This is an optimization exercise on Yosys and OpenROAD, whose aim is small area, not a production implementation.
In this exercise RTL edits were held to simulation tests only and were not proved equivalent to the original.
Power figures rest on the tool's default switching activity, not on a simulated workload. No driver is modelled on the clock port, so clocking that relies on it looks cheaper here than on a real chip.

==> run K <==
==> flow/design.v <==
package nvm_cmd_pkg;
    localparam logic [7:0] OP_L     = 8'h4C;
    localparam logic [7:0] OP_C     = 8'h43;
    localparam logic [7:0] OP_R     = 8'h52;
    localparam logic [7:0] OP_W     = 8'h57;
    localparam logic [7:0] OP_A     = 8'h41;
    localparam logic [7:0] CASE_BIT = 8'h20;
    typedef enum logic [2:0] {
        IDLE,
        QUERY,
        WAIT,
        ISSUE,
        HOLD,
        DONE
    } state_t;
    typedef struct packed {
        logic [7:0]  arg0;
        logic [31:0] arg1;
        logic [31:0] arg2;
        logic [31:0] arg3;
        logic [7:0]  arg4;
    } cmd_t;
endpackage
module nvm_cmd_table #(
    parameter int DEPTH = 16,
    parameter int AW    = 4,
    parameter int W     = 111
) (
    input  logic          clk,
    input  logic          wr_en,
    input  logic [AW-1:0] wr_addr,
    input  logic [W-1:0]  wr_data,
    input  logic [AW-1:0] rd_addr,
    output logic [W-1:0]  rd_data
);
    logic [W-1:0] mem [DEPTH];
    logic [W-1:0] rd_terms [DEPTH];
    for (genvar e = 0; e < DEPTH; e++) begin : g_ent
        logic we;
        assign we = wr_en && (wr_addr == AW'(e));
        always_ff @(posedge clk) begin
            mem[e] <= (mem[e] & {W{!we}}) | (wr_data & {W{we}});
        end
        if (e == 0) begin : g_first
            assign rd_terms[e] = mem[e] & {W{rd_addr == AW'(e)}};
        end else begin : g_rest
            assign rd_terms[e] = rd_terms[e-1] | (mem[e] & {W{rd_addr == AW'(e)}});
        end
    end
    assign rd_data = rd_terms[DEPTH-1];
endmodule
module nvm_cmd_issuer #(
    parameter int DEPTH     = 16,
    parameter int AW        = 4,
    parameter int RETRY_GAP = 8,
    parameter int ISSUE_GAP = 2
) (
    input  logic          clk,
    input  logic          rst_n,
    input  logic          tbl_wr_en,
    input  logic [AW-1:0] tbl_wr_addr,
    input  logic [7:0]    tbl_wr_arg0,
    input  logic [31:0]   tbl_wr_arg1,
    input  logic [31:0]   tbl_wr_arg2,
    input  logic [31:0]   tbl_wr_arg3,
    input  logic [7:0]    tbl_wr_arg4,
    input  logic          start,
    input  logic [AW:0]   num_cmds,
    input  logic          loop_en,
    input  logic          stop,
    output logic          bus_command_enable,
    output logic [7:0]    bus_arg0,
    output logic [31:0]   bus_arg1,
    output logic [31:0]   bus_arg2,
    output logic [31:0]   bus_arg3,
    output logic [7:0]    bus_arg4,
    input  logic          bus_is_issuable,
    output logic          busy,
    output logic          done,
    output logic [31:0]   stall_cycles,
    output logic [31:0]   issued_count
);
    localparam int TW = 3;
    nvm_cmd_pkg::state_t state_q, state_d;
    logic [AW-1:0] idx_q, idx_d;
    logic [AW-1:0] last_q, last_d;      
    logic          loop_q, loop_d;
    logic          stop_q, stop_d;
    logic [TW-1:0] tmr_q, tmr_d;
    logic          st_idle, st_query, st_wait, st_issue, st_hold, st_done;
    logic          start_ok, start_bad, bad_q;
    logic          num_ok;
    logic          to_issue;
    logic          wr_en;
    logic [110:0]  wr_cmd;
    logic [110:0]  rd_cmd;
    logic [31:0]   issued_q;
    assign st_idle  = (state_q == nvm_cmd_pkg::IDLE);
    assign st_query = (state_q == nvm_cmd_pkg::QUERY);
    assign st_wait  = (state_q == nvm_cmd_pkg::WAIT);
    assign st_issue = (state_q == nvm_cmd_pkg::ISSUE);
    assign st_hold  = (state_q == nvm_cmd_pkg::HOLD);
    assign st_done  = (state_q == nvm_cmd_pkg::DONE);
    assign num_ok    = (num_cmds != '0) && (num_cmds <= (AW+1)'(DEPTH));
    assign start_ok  = st_idle && start && num_ok;
    assign start_bad = st_idle && start && !num_ok;
    assign to_issue  = st_wait && !stop && bus_is_issuable;
    assign wr_cmd = {tbl_wr_arg0[7:6], tbl_wr_arg0[4:0], tbl_wr_arg1, tbl_wr_arg2,
                     tbl_wr_arg3, tbl_wr_arg4};
    assign wr_en  = tbl_wr_en && st_idle && !(start && num_ok);
    nvm_cmd_table #(.DEPTH(DEPTH), .AW(AW), .W(111)) u_table (
        .clk     (clk),
        .wr_en   (wr_en),
        .wr_addr (tbl_wr_addr),
        .wr_data (wr_cmd),
        .rd_addr (idx_q),
        .rd_data (rd_cmd)
    );
    always_ff @(posedge clk) begin
        if (!rst_n) begin
            state_q <= nvm_cmd_pkg::IDLE;
        end else begin
            state_q <= state_d;
        end
        idx_q  <= idx_d;
        last_q <= last_d;
        loop_q <= loop_d;
        stop_q <= stop_d;
        tmr_q  <= tmr_d;
    end
    always_comb begin
        state_d = state_q;
        idx_d   = idx_q;
        last_d  = last_q;
        loop_d  = loop_q;
        stop_d  = stop_q;
        tmr_d   = tmr_q - TW'(1);
        case (state_q)
            nvm_cmd_pkg::IDLE: begin
                if (start_ok) begin
                    state_d = nvm_cmd_pkg::QUERY;
                    idx_d   = '0;
                    last_d  = AW'(num_cmds - (AW+1)'(1));
                    loop_d  = loop_en;
                end
            end
            nvm_cmd_pkg::QUERY: begin
                tmr_d   = TW'(RETRY_GAP - 2);
                state_d = stop ? nvm_cmd_pkg::DONE : nvm_cmd_pkg::WAIT;
            end
            nvm_cmd_pkg::WAIT: begin
                if (stop) begin
                    state_d = nvm_cmd_pkg::DONE;
                end else if (bus_is_issuable) begin
                    state_d = nvm_cmd_pkg::ISSUE;
                end else if (tmr_q == '0) begin
                    state_d = nvm_cmd_pkg::QUERY;
                end
            end
            nvm_cmd_pkg::ISSUE: begin
                tmr_d   = TW'(ISSUE_GAP - 1);
                stop_d  = stop;
                state_d = nvm_cmd_pkg::HOLD;
            end
            nvm_cmd_pkg::HOLD: begin
                stop_d = stop_q | stop;
                if (tmr_q == '0) begin
                    if (stop_q || stop) begin
                        state_d = nvm_cmd_pkg::DONE;
                    end else if (idx_q == last_q) begin
                        if (loop_q) begin
                            idx_d   = '0;
                            state_d = nvm_cmd_pkg::QUERY;
                        end else begin
                            state_d = nvm_cmd_pkg::DONE;
                        end
                    end else begin
                        idx_d   = idx_q + AW'(1);
                        state_d = nvm_cmd_pkg::QUERY;
                    end
                end
            end
            default: state_d = nvm_cmd_pkg::IDLE;
        endcase
    end
    always_ff @(posedge clk) begin
        if (!rst_n) begin
            bad_q    <= 1'b0;
            issued_q <= '0;
        end else begin
            bad_q <= start_bad;
            if (to_issue) begin
                issued_q <= issued_q + 32'd1;
            end
        end
    end
    logic [31:0] stall_q;
    always_ff @(posedge clk) begin
        if (!rst_n) begin
            stall_q <= '0;
        end else if (start_ok) begin
            stall_q <= '0;
        end else if (st_wait && !bus_is_issuable && stall_q != 32'hFFFF_FFFF) begin
            stall_q <= stall_q + 32'd1;
        end
    end
    assign stall_cycles = stall_q;
    assign bus_command_enable = st_query || st_issue;
    assign bus_arg0           = {rd_cmd[110:109], st_query, rd_cmd[108:104]};
    assign bus_arg1           = rd_cmd[103:72];
    assign bus_arg2           = rd_cmd[71:40];
    assign bus_arg3           = rd_cmd[39:8];
    assign bus_arg4           = rd_cmd[7:0];
    assign busy               = !st_idle;
    assign done               = st_done || bad_q;
    assign issued_count       = issued_q;
endmodule
==> flow/run.sh <==
#!/bin/bash
# synth_recipe.tcl (not shown) runs the flow's synth.tcl, then flattens the netlist and writes it again
# the make line also repeats each setting of config.mk as NAME=value (left out here)
make -C /OpenROAD-flow-scripts/flow DESIGN_CONFIG=/design/flow/config.mk WORK_HOME=/design/flow/orfs CLKGATE_MAP_FILE= SYNTH_SCRIPT=/design/flow/synth_recipe.tcl finish
==> flow/config.mk <==
export PLATFORM = sky130hd
export DESIGN_NAME = nvm_cmd_issuer
export DESIGN_NICKNAME = nvm_cmd_issuer
export VERILOG_FILES = /design/flow/design.v
export SDC_FILE = /design/flow/constraint.sdc
export NUM_CORES = 4
export LEC_CHECK = 0
export CAP_MARGIN = 20
export CORE_MARGIN = 2
export CORE_UTILIZATION = 40
export SLEW_MARGIN = 20
==> flow/constraint.sdc <==
create_clock -name core_clock -period 6.0 [get_ports {clk}]
set_input_delay 1.2000 -clock core_clock [delete_from_list [all_inputs] [get_ports {clk}]]
set_output_delay 1.2000 -clock core_clock [all_outputs]
set_load 0.01 [all_outputs]
==> run P: changes against run K <==
==> flow/design.v, changed modules only <==
module nvm_cmd_table #(
    parameter int DEPTH = 16,
    parameter int AW    = 4,
    parameter int W     = 111
) (
    input  logic          clk,
    input  logic          wr_en,
    input  logic [AW-1:0] wr_addr,
    input  logic [W-1:0]  wr_data,
    input  logic [AW-1:0] rd_addr,
    input  logic [AW-1:0] rd_addr_d,
    output logic [W-1:0]  rd_data
);
    logic [W-1:0]     mem [16];
    logic [15:0]      phase;
    logic [15:0]      sel;
    logic             par_q;
    for (genvar e = 0; e < 16; e++) begin : g_ent
        logic we, hold;
        assign we   = wr_en && (wr_addr == AW'(e));
        assign hold = !we;
        assign sel[e] = (rd_addr == AW'(e));
        for (genvar b = 0; b < W; b++) begin : g_bit
            nvm_cmd_bit u_bit (
                .clk  (clk),
                .we   (we),
                .hold (hold),
                .d    (wr_data[b]),
                .q    (mem[e][b])
            );
        end
        nvm_cmd_pbit u_phase (
            .clk  (clk),
            .hold (hold),
            .q    (phase[e])
        );
    end
    always_ff @(posedge clk) begin
        par_q <= !phase[rd_addr_d];
    end
    for (genvar b = 0; b < W; b++) begin : g_rd
        logic [5:0] t;   
        for (genvar k = 0; k < 5; k++) begin : g_aoi
            nvm_cmd_aoi222 u_aoi (
                .a0 (mem[3*k][b]),   .s0 (sel[3*k]),
                .a1 (mem[3*k+1][b]), .s1 (sel[3*k+1]),
                .a2 (mem[3*k+2][b]), .s2 (sel[3*k+2]),
                .y  (t[k])
            );
        end
        assign t[5] = !(mem[15][b] && sel[15]);
        assign rd_data[b] = !(&t) ^ par_q;
    end
endmodule
module nvm_cmd_bit (
    input  logic clk,
    input  logic we,
    input  logic hold,
    input  logic d,
    output logic q
);
    logic nxt;
    nvm_cmd_oai22 u_oai (
        .a0 (we),   .b0 (q),
        .a1 (hold), .b1 (d),
        .y  (nxt)
    );
    always_ff @(posedge clk) begin
        q <= nxt;
    end
endmodule
module nvm_cmd_oai22 (
    input  logic a0, b0,
    input  logic a1, b1,
    output logic y
);
    assign y = !((a0 | b0) & (a1 | b1));
endmodule
module nvm_cmd_pbit (
    input  logic clk,
    input  logic hold,
    output logic q
);
    always_ff @(posedge clk) begin
        q <= !(hold & q);
    end
endmodule
module nvm_cmd_aoi222 (
    input  logic a0, s0,
    input  logic a1, s1,
    input  logic a2, s2,
    output logic y
);
    assign y = !((a0 & s0) | (a1 & s1) | (a2 & s2));
endmodule
module nvm_cmd_issuer #(
    parameter int DEPTH     = 16,
    parameter int AW        = 4,
    parameter int RETRY_GAP = 8,
    parameter int ISSUE_GAP = 2
) (
    input  logic          clk,
    input  logic          rst_n,
    input  logic          tbl_wr_en,
    input  logic [AW-1:0] tbl_wr_addr,
    input  logic [7:0]    tbl_wr_arg0,
    input  logic [31:0]   tbl_wr_arg1,
    input  logic [31:0]   tbl_wr_arg2,
    input  logic [31:0]   tbl_wr_arg3,
    input  logic [7:0]    tbl_wr_arg4,
    input  logic          start,
    input  logic [AW:0]   num_cmds,
    input  logic          loop_en,
    input  logic          stop,
    output logic          bus_command_enable,
    output logic [7:0]    bus_arg0,
    output logic [31:0]   bus_arg1,
    output logic [31:0]   bus_arg2,
    output logic [31:0]   bus_arg3,
    output logic [7:0]    bus_arg4,
    input  logic          bus_is_issuable,
    output logic          busy,
    output logic          done,
    output logic [31:0]   stall_cycles,
    output logic [31:0]   issued_count
);
    localparam int TW = 3;
    nvm_cmd_pkg::state_t state_q, state_d;
    logic [AW-1:0] idx_q, idx_d;
    logic [AW-1:0] last_q, last_d;      
    logic          loop_q, loop_d;
    logic          stop_q, stop_d;
    logic [TW-1:0] tmr_q, tmr_d;
    logic          st_idle, st_query, st_wait, st_issue, st_hold, st_done;
    logic          start_ok, start_bad, bad_q;
    logic          num_ok;
    logic          to_issue;
    logic          wr_en;
    logic [110:0]  wr_cmd;
    logic [110:0]  rd_cmd;
    logic [31:0]   issued_q;
    assign st_idle  = (state_q == nvm_cmd_pkg::IDLE);
    assign st_query = (state_q == nvm_cmd_pkg::QUERY);
    assign st_wait  = (state_q == nvm_cmd_pkg::WAIT);
    assign st_issue = (state_q == nvm_cmd_pkg::ISSUE);
    assign st_hold  = (state_q == nvm_cmd_pkg::HOLD);
    assign st_done  = (state_q == nvm_cmd_pkg::DONE);
    assign num_ok    = (num_cmds != '0) && (num_cmds <= (AW+1)'(DEPTH));
    assign start_ok  = st_idle && start && num_ok;
    assign start_bad = st_idle && start && !num_ok;
    assign to_issue  = st_wait && !stop && bus_is_issuable;
    assign wr_cmd = {tbl_wr_arg0[7:6], tbl_wr_arg0[4:0], tbl_wr_arg1, tbl_wr_arg2,
                     tbl_wr_arg3, tbl_wr_arg4};
    assign wr_en  = tbl_wr_en && st_idle && !(start && num_ok);
    nvm_cmd_table #(.DEPTH(DEPTH), .AW(AW), .W(111)) u_table (
        .clk     (clk),
        .wr_en   (wr_en),
        .wr_addr (tbl_wr_addr),
        .wr_data (wr_cmd),
        .rd_addr   (idx_q),
        .rd_addr_d (idx_d),
        .rd_data   (rd_cmd)
    );
    always_ff @(posedge clk) begin
        if (!rst_n) begin
            state_q <= nvm_cmd_pkg::IDLE;
        end else begin
            state_q <= state_d;
        end
        idx_q  <= idx_d;
        last_q <= last_d;
        loop_q <= loop_d;
        stop_q <= stop_d;
        tmr_q  <= tmr_d;
    end
    always_comb begin
        state_d = state_q;
        idx_d   = idx_q;
        last_d  = last_q;
        loop_d  = loop_q;
        stop_d  = stop_q;
        tmr_d   = tmr_q - TW'(1);
        case (state_q)
            nvm_cmd_pkg::IDLE: begin
                if (start_ok) begin
                    state_d = nvm_cmd_pkg::QUERY;
                    idx_d   = '0;
                    last_d  = AW'(num_cmds - (AW+1)'(1));
                    loop_d  = loop_en;
                end
            end
            nvm_cmd_pkg::QUERY: begin
                tmr_d   = TW'(RETRY_GAP - 2);
                state_d = stop ? nvm_cmd_pkg::DONE : nvm_cmd_pkg::WAIT;
            end
            nvm_cmd_pkg::WAIT: begin
                if (stop) begin
                    state_d = nvm_cmd_pkg::DONE;
                end else if (bus_is_issuable) begin
                    state_d = nvm_cmd_pkg::ISSUE;
                end else if (tmr_q == '0) begin
                    state_d = nvm_cmd_pkg::QUERY;
                end
            end
            nvm_cmd_pkg::ISSUE: begin
                tmr_d   = TW'(ISSUE_GAP - 1);
                stop_d  = stop;
                state_d = nvm_cmd_pkg::HOLD;
            end
            nvm_cmd_pkg::HOLD: begin
                stop_d = stop_q | stop;
                if (tmr_q == '0) begin
                    if (stop_q || stop) begin
                        state_d = nvm_cmd_pkg::DONE;
                    end else if (idx_q == last_q) begin
                        if (loop_q) begin
                            idx_d   = '0;
                            state_d = nvm_cmd_pkg::QUERY;
                        end else begin
                            state_d = nvm_cmd_pkg::DONE;
                        end
                    end else begin
                        idx_d   = idx_q + AW'(1);
                        state_d = nvm_cmd_pkg::QUERY;
                    end
                end
            end
            default: state_d = nvm_cmd_pkg::IDLE;
        endcase
    end
    always_ff @(posedge clk) begin
        if (!rst_n) begin
            bad_q <= 1'b0;
        end else begin
            bad_q <= start_bad;
        end
    end
    nvm_cmd_cnt32 u_issued (
        .clk  (clk),
        .kill (!rst_n),
        .inc  (to_issue),
        .q    (issued_q)
    );
    logic [31:0] stall_q;
    nvm_cmd_cnt32 u_stall (
        .clk  (clk),
        .kill (!rst_n || start_ok),
        .inc  (st_wait && !bus_is_issuable && !(&stall_q)),
        .q    (stall_q)
    );
    assign stall_cycles = stall_q;
    assign bus_command_enable = st_query || st_issue;
    assign bus_arg0           = {rd_cmd[110:109], st_query, rd_cmd[108:104]};
    assign bus_arg1           = rd_cmd[103:72];
    assign bus_arg2           = rd_cmd[71:40];
    assign bus_arg3           = rd_cmd[39:8];
    assign bus_arg4           = rd_cmd[7:0];
    assign busy               = !st_idle;
    assign done               = st_done || bad_q;
    assign issued_count       = issued_q;
endmodule
module nvm_cmd_cnt32 (
    input  logic        clk,
    input  logic        kill,
    input  logic        inc,
    output logic [31:0] q
);
    logic [32:0] c;
    assign c[0] = 1'b1;
    for (genvar i = 0; i < 32; i++) begin : g_bit
        logic tn, x, nxt;
        if (i == 0) begin : g_first
            assign tn = !inc;
            assign c[1] = q[0];
        end else begin : g_rest
            nvm_cmd_nand2 u_t (.a(inc), .b(c[i]), .y(tn));
            if (i < 31) begin : g_carry
                nvm_cmd_and2 u_c (.a(c[i]), .b(q[i]), .y(c[i+1]));
            end else begin : g_last
                assign c[i+1] = 1'b0;
            end
        end
        nvm_cmd_xor2 u_x (.a(q[i]), .b(tn), .y(x));
        nvm_cmd_nor2 u_n (.a(kill), .b(x), .y(nxt));
        always_ff @(posedge clk) begin
            q[i] <= nxt;
        end
    end
endmodule
module nvm_cmd_and2 (input logic a, input logic b, output logic y);
    assign y = a & b;
endmodule
module nvm_cmd_nand2 (input logic a, input logic b, output logic y);
    assign y = !(a & b);
endmodule
module nvm_cmd_nor2 (input logic a, input logic b, output logic y);
    assign y = !(a | b);
endmodule
module nvm_cmd_xor2 (input logic a, input logic b, output logic y);
    assign y = a ^ b;
endmodule
==> flow/flow/run.sh (new file) <==
#!/bin/bash
# Standard layout (bash standard.sh) with two changes:
#  - ports are buffered with sky130_fd_sc_hd__buf_1 (the resizer sizes them
#    up later where a port needs more drive);
#  - clock tree synthesis clusters up to 25 sinks per leaf buffer (clkbuf_16), and
#    inserts no dummy loads.
# make's full output goes to flow_make.log in the work folder; ORFS keeps each
# tool's own log under orfs/logs.
set -euo pipefail
export BUFFER_PORTS_ARGS="-buffer_cell sky130_fd_sc_hd__buf_1"
export CTS_ARGS="-sink_clustering_enable -repair_clock_nets -sink_clustering_size 25 -sink_clustering_max_diameter 150 -buf_list sky130_fd_sc_hd__clkbuf_16 -dont_use_dummy_load"
bash standard.sh > flow_make.log 2>&1
==> flow/standard.sh (new file) <==
#!/bin/bash
# synth_recipe.tcl (not shown) runs the flow's synth.tcl, then flattens the netlist and writes it again
# the make line also repeats each setting of config.mk as NAME=value (left out here)
make -C /OpenROAD-flow-scripts/flow DESIGN_CONFIG=/design/flow/config.mk WORK_HOME=/design/flow/orfs CLKGATE_MAP_FILE= SYNTH_SCRIPT=/design/flow/synth_recipe.tcl "${@:-finish}"
SYNTH_HIERARCHICAL = 1   (was not set)
removed: flow/run.sh
==> run Y: changes against run K <==
==> flow/design.v, changed modules only <==
module nvm_cmd_table #(
    parameter int DEPTH = 16,
    parameter int AW    = 4,
    parameter int W     = 111
) (
    input  logic          clk,
    input  logic          wr_en,
    input  logic [AW-1:0] wr_addr,
    input  logic [W-1:0]  wr_data,
    input  logic [AW-1:0] rd_addr,
    output logic [W-1:0]  rd_data
);
    logic [W-1:0]     mem [16];
    logic [15:0]      sel;
    for (genvar e = 0; e < 16; e++) begin : g_ent
        logic we, hold;
        assign we   = wr_en && (wr_addr == AW'(e));
        assign hold = !we;
        assign sel[e] = (rd_addr == AW'(e));
        for (genvar b = 0; b < W; b++) begin : g_bit
            nvm_cmd_bit u_bit (
                .clk  (clk),
                .we   (we),
                .hold (hold),
                .d    (wr_data[b]),
                .q    (mem[e][b])
            );
        end
    end
    for (genvar b = 0; b < W; b++) begin : g_rd
        logic [5:0] t;   
        for (genvar k = 0; k < 5; k++) begin : g_aoi
            nvm_cmd_aoi222 u_aoi (
                .a0 (mem[3*k][b]),   .s0 (sel[3*k]),
                .a1 (mem[3*k+1][b]), .s1 (sel[3*k+1]),
                .a2 (mem[3*k+2][b]), .s2 (sel[3*k+2]),
                .y  (t[k])
            );
        end
        assign t[5] = !(mem[15][b] && sel[15]);
        assign rd_data[b] = !(&t);
    end
endmodule
module nvm_cmd_bit (
    input  logic clk,
    input  logic we,
    input  logic hold,
    input  logic d,
    output logic q
);
    always_ff @(posedge clk) begin
        q <= (we & d) | (hold & q);
    end
endmodule
module nvm_cmd_aoi222 (
    input  logic a0, s0,
    input  logic a1, s1,
    input  logic a2, s2,
    output logic y
);
    assign y = !((a0 & s0) | (a1 & s1) | (a2 & s2));
endmodule
==> flow/flow/run.sh (new file) <==
#!/bin/bash
# Standard layout (bash standard.sh) with two changes:
#  - ports are buffered with sky130_fd_sc_hd__buf_1 (the resizer sizes them
#    up later where a port needs more drive);
#  - clock tree synthesis clusters up to 30 sinks per leaf buffer (clkbuf_16), and
#    inserts no dummy loads.
# make's full output goes to flow_make.log in the work folder; ORFS keeps each
# tool's own log under orfs/logs.
set -euo pipefail
export BUFFER_PORTS_ARGS="-buffer_cell sky130_fd_sc_hd__buf_1"
export CTS_ARGS="-sink_clustering_enable -repair_clock_nets -sink_clustering_size 30 -sink_clustering_max_diameter 150 -buf_list sky130_fd_sc_hd__clkbuf_16 -dont_use_dummy_load"
bash standard.sh > flow_make.log 2>&1
==> flow/standard.sh (new file) <==
#!/bin/bash
# synth_recipe.tcl (not shown) runs the flow's synth.tcl, then flattens the netlist and writes it again
# the make line also repeats each setting of config.mk as NAME=value (left out here)
make -C /OpenROAD-flow-scripts/flow DESIGN_CONFIG=/design/flow/config.mk WORK_HOME=/design/flow/orfs CLKGATE_MAP_FILE= SYNTH_SCRIPT=/design/flow/synth_recipe.tcl "${@:-finish}"
SYNTH_HIERARCHICAL = 1   (was not set)
removed: flow/run.sh
==> comparison table <==
	run K	run P	run Y
Outcome	no timing/DRC/antenna violations	no timing/DRC/antenna violations	no timing/DRC/antenna violations
Post-synthesis share of cell area spent on full adders, half adders and majority gates	0.165%	0.0997%	0.119%
Inverter count	23	25	24
Area of the multi-input gates	12600 um2	22700 um2	25900 um2
Post-route clock period utilization	97.2%	92.7%	88.4%
Combinational gate power	0.00210 W	0.00847 W	0.00885 W
Detailed route wirelength on metal2	96600 um	109000 um	103000 um
Clock group power	0.0110 W	0.00638 W	0.00595 W
H-tree depth	4	3	3
Layout non-clock buf frac	5.71%	3.98%	3.85%
NetSw	0.00619 W	0.0111 W	0.0111 W
End of the worst hold path	tmr_q[0]	u_table.g_ent[2].u_phase.q	tmr_q[0]
Share of the final layout cell area in sequential cells	68.1%	55.5%	53.0%
Required arrival time at the worst endpoint	4.80 ns	6.55 ns	4.80 ns
Predominant post-synthesis flop cell	sky130_fd_sc_hd__edfxtp_1	sky130_fd_sc_hd__dfxtp_1	sky130_fd_sc_hd__dfxtp_1
Clock transition at the register clock pins on the worst setup and hold paths after CTS	0.06 ns	0.10 ns	0.11 ns
Total power	0.0275 W	0.0360 W	0.0364 W

what the ideal ports hide:
The flow's constraints put no driver on any port. The routed layouts listed below were extracted and timed again, unchanged, in two steps. Step 1, drivers: a clkbuf_16 drives clk and a buf_2 each remaining input, both assumed. Step 2 adds t to the input delays and takes it off the output delays; t is the mean of the earliest and latest rising clock arrival at the registers after step 1. Input paths then give back, and output paths get back, about the clock's delay inside the block. Three values: no drivers, after step 1, after step 2; two values: the first two.
run | t (ns) | slack for setup (ns) | hold WS [ns]
run K | 0.907 | 0.167 / 0.082 / 0.989 | 0.453 / 0.453 / 0.453
run P | 0.792 | 0.440 / 0.384 / 0.440 | 0.390 / 0.390 / 0.390
run Y | 0.799 | 0.697 / 0.617 / 0.954 | 0.445 / 0.445 / 0.445
After both steps every run listed still meets setup and hold.
